From an optimization exercise on the open Yosys and OpenROAD flow, aimed at small area; shortcuts taken in it are not production practice. Function was checked by simulation only, so behaviour that the tests miss may differ from the original.

## alu_datapath
module alu_datapath (
	input  wire        clock,
	input  wire        rst_n,
	input  wire [31:0] bus,
	input  wire        y_in,
	input  wire        start,
	input  wire [3:0]  op,
	output wire [31:0] z_hi,
	output wire [31:0] z_lo,
	output reg         done,
	output wire        busy
);
	localparam [2:0] PH_IDLE = 3'd0;
	localparam [2:0] PH_PRE = 3'd4;
	localparam [2:0] PH_MAIN = 3'd1;
	localparam [2:0] PH_FIX1 = 3'd6;
	localparam [2:0] PH_FIX2 = 3'd7;
	localparam [2:0] PH_POST = 3'd3;
	localparam [2:0] PH_ZL = 3'd2;
	localparam [2:0] PH_SH = 3'd5;
	reg [31:0] y_q;
	reg [63:0] z_q;
	reg [2:0]  ph;
	reg [4:0]  cnt;
	reg [3:0]  op_q;
	reg [31:0] a;
	reg [31:0] q;
	reg [31:0] m;
	reg        c;
	reg        ys;
	assign z_hi = z_q[63:32];
	assign z_lo = z_q[31:0];
	assign busy = (ph != PH_IDLE);
	wire idle = (ph == PH_IDLE);
	wire p_pre  = (ph == PH_PRE);
	wire p_main = (ph == PH_MAIN);
	wire p_fix1 = (ph == PH_FIX1);
	wire p_fix2 = (ph == PH_FIX2);
	wire p_post = (ph == PH_POST);
	wire p_zl   = (ph == PH_ZL);
	wire p_sh   = (ph == PH_SH);
	wire cnt0  = (cnt == 5'd0);
	wire cnt31 = (cnt == 5'd31);
	wire o3 = op_q[3];
	wire o2 = op_q[2];
	wire o1 = op_q[1];
	wire o0 = op_q[0];
	wire o_mul  = ~o3 & o2 & o1 & ~o0;
	wire o_div  = ~o3 & o2 & o1 & o0;
	wire o_ldb  = ~o3 & ~o1;                        
	wire o_neg  = ~o3 & ~o2 & o1;                   
	wire o_sub  = ~o3 & o2 & ~o1 & o0;
	wire o_andc = (~o2 & ~o1 & ~o0) | (o3 & o2);    
	wire o_orc  = ~o2 & o0 & (o3 == o1);            
	wire o_sra  = o3 & ~o2 & ~o1 & o0;
	wire o_left = o2 | (o1 & ~o0);                  
	wire i_mul   = (op == 4'd6);
	wire i_div   = (op == 4'd7);
	wire i_shift = op[3] & (~op[2] | (~op[1] & ~op[0]));
	wire i_c0    = (op == 4'd5) | (op == 4'd2);     
	wire nz = |a[31:0];
	wire dinv = ~c ^ m[31];
	wire en = p_main ? (o0 | q[0]) :
	          p_fix1 ? c :
	          p_fix2 ? (ys & nz) :
	          (p_post & cnt31 & o_ldb);
	wire inv = p_main ? (o0 ? dinv : (cnt0 & q[0])) :
	           (p_fix1 | p_fix2) ? dinv :
	           (p_pre & q[31]);
	wire cin = inv & ~p_pre;
	localparam integer SPL = 20;
	wire [31:0] bop = (m & {32{en}}) ^ {32{inv}};
	wire [31:0] s;
	wire [31:0] u;
	wire [32:0] cy;
	wire [31:SPL] pp;
	assign cy[0] = cin;
	genvar gi;
	generate
		for (gi = 0; gi < 32; gi = gi + 1) begin : g_add
			wire ci = (gi == SPL) ? 1'b0 : cy[gi];
			assign u[gi] = a[gi] ^ bop[gi] ^ ci;
  ...
Size: roughly 710 cells after synthesis, about 9000 µm² of cells after synthesis.
Settings: LEC_CHECK=0, ABC_AREA=1, CAP_MARGIN=0, CORE_MARGIN=2, CORE_UTILIZATION=55, GPL_TIMING_DRIVEN=0, SLEW_MARGIN=0; clock period 13.0 ns.
standard.sh (not shown) runs the stock make flow with config.mk's settings and CLKGATE_MAP_FILE= SYNTH_SCRIPT=/design/flow/synth_recipe.tcl, a recipe that flattens the netlist after the stock synthesis.
==> flow/flow/run.sh <==
#!/bin/bash
# The standard layout (standard.sh) with these changes:
#  - ABC maps the logic for area (&nf -a) instead of delay; timing is
#    repaired by OpenROAD later in the flow, as usual;
#  - every I/O port is buffered by the smallest buffer (buf_1);
#  - CTS inserts no dummy loads.
# Each tool's output goes to the ORFS logs under orfs/logs; this script's
# own output goes to run.log.
set -o pipefail
exec > run.log 2>&1
cp -r "$FLOW_HOME/scripts" ./scripts_area
printf '&get -n\n&st\n&dch -f\n&nf -a -R 1000\n&put\n' > ./scripts_area/abc_area.script
# repair_design buffers high-fanout nets with buf_6 or smaller
sed -i 's/^  puts "Perform buffer insertion and gate resizing..."$/  puts "Perform buffer insertion and gate resizing..."\n  set_dont_use [get_lib_cells {sky130_fd_sc_hd__buf_8 sky130_fd_sc_hd__buf_12 sky130_fd_sc_hd__buf_16}]/' ./scripts_area/util.tcl
export SCRIPTS_DIR="$PWD/scripts_area"
export BUFFER_PORTS_ARGS="-buffer_cell sky130_fd_sc_hd__buf_1"
export CTS_ARGS="-sink_clustering_enable -repair_clock_nets -buf_list sky130_fd_sc_hd__clkbuf_8 -sink_clustering_size 16 -sink_clustering_max_diameter 60 -dont_use_dummy_load"
export REMOVE_ABC_BUFFERS=1
bash standard.sh
==> next run, changes <==
--- a/flow/flow/run.sh
+++ b/flow/flow/run.sh
@@ -12,3 +12 @@
-printf '&get -n\n&st\n&dch -f\n&nf -a -R 1000\n&put\n' > ./scripts_area/abc_area.script
-# repair_design buffers high-fanout nets with buf_6 or smaller
-sed -i 's/^  puts "Perform buffer insertion and gate resizing..."$/  puts "Perform buffer insertion and gate resizing..."\n  set_dont_use [get_lib_cells {sky130_fd_sc_hd__buf_8 sky130_fd_sc_hd__buf_12 sky130_fd_sc_hd__buf_16}]/' ./scripts_area/util.tcl
+printf '&get -n\n&st\n&dch\n&nf -a\n&put\n' > ./scripts_area/abc_area.script
--- a/flow/config.mk
+++ b/flow/config.mk
@@ -11 +11 @@
-export CORE_UTILIZATION = 55
+export CORE_UTILIZATION = 65
=>
- The new run ran to the end with no violations
- clock-buffer cell count does not change
- synthesized area came out higher by 0.42%
- cell area is about the same
- wire length increases by 1.5%
==> next run, changes <==
--- a/flow/flow/run.sh
+++ b/flow/flow/run.sh
@@ -12 +12 @@
-printf '&get -n\n&st\n&dch\n&nf -a\n&put\n' > ./scripts_area/abc_area.script
+printf '&get -n\n&st\n&dch -f\n&nf -a -R 1000\n&put\n' > ./scripts_area/abc_area.script
--- a/flow/config.mk
+++ b/flow/config.mk
@@ -11 +11 @@
-export CORE_UTILIZATION = 65
+export CORE_UTILIZATION = 55
@@ -12,0 +13 @@
+export PLACE_DENSITY = 0.75
=> The new run produced a clean layout. Worst setup slack got worse by 0.17 ns. Worst hold slack is about the same. Cell area went down by 0.35%. Clock skew rose by 0.041 ns. Global-route usage came out lower by 5.5 points. First-iteration DRC count shrinks by 8.5%. Cell count is higher by 3.1%.
==> next run, changes <==
--- a/flow/flow/run.sh
+++ b/flow/flow/run.sh
@@ -12 +12 @@
-printf '&get -n\n&st\n&dch -f\n&nf -a -R 1000\n&put\n' > ./scripts_area/abc_area.script
+printf '&get -n\n&st\n&dch\n&nf -a\n&put\n' > ./scripts_area/abc_area.script
--- a/flow/config.mk
+++ b/flow/config.mk
@@ -11 +11 @@
-export CORE_UTILIZATION = 55
+export CORE_UTILIZATION = 75
@@ -13 +12,0 @@
-export PLACE_DENSITY = 0.75
The changed run completed with no timing, DRC or antenna violations.
Maximum frequency shrinks by 0.53%.
Worst hold slack is worse by 0.0043 ns.
Sequential cell count does not change.
Register-to-register slack is worse by 0.07 ns.
Final area is about the same.
Critical path depth shrinks by 1.
Final cell count shrinks by 6.2%.
Setup slack is worse by 0.066 ns.
Synthesized area grows by 0.42%.

-- afterwards: timing with drivers on the ports --
The results above use ideal ports. As a check the final layouts listed here were re-extracted and re-timed, cells and wires unchanged. Step 1 assumes that a clkbuf_16 drives the clock port and a buf_2 every other input. Step 2, shift: input delay + t, output delay - t, t = (earliest + latest rising clock arrival at the registers) / 2. This alone moves slack from input paths to output paths. Three values: no drivers, after step 1, after step 2; two values: the first two.
run | t, ns | slack for setup (ns) | worst register clock-pin slew, ns
the first run | 0.540 | 0.747 / 0.747 / 0.747 | 0.10 / 0.10
the second run | 0.532 | 0.812 / 0.812 / 0.812 | 0.10 / 0.10
the third run | 0.520 | 0.643 / 0.643 / 0.643 | 0.10 / 0.10
the fourth run | 0.524 | 0.577 / 0.577 / 0.577 | 0.10 / 0.10
After both steps every run listed still meets setup and hold.
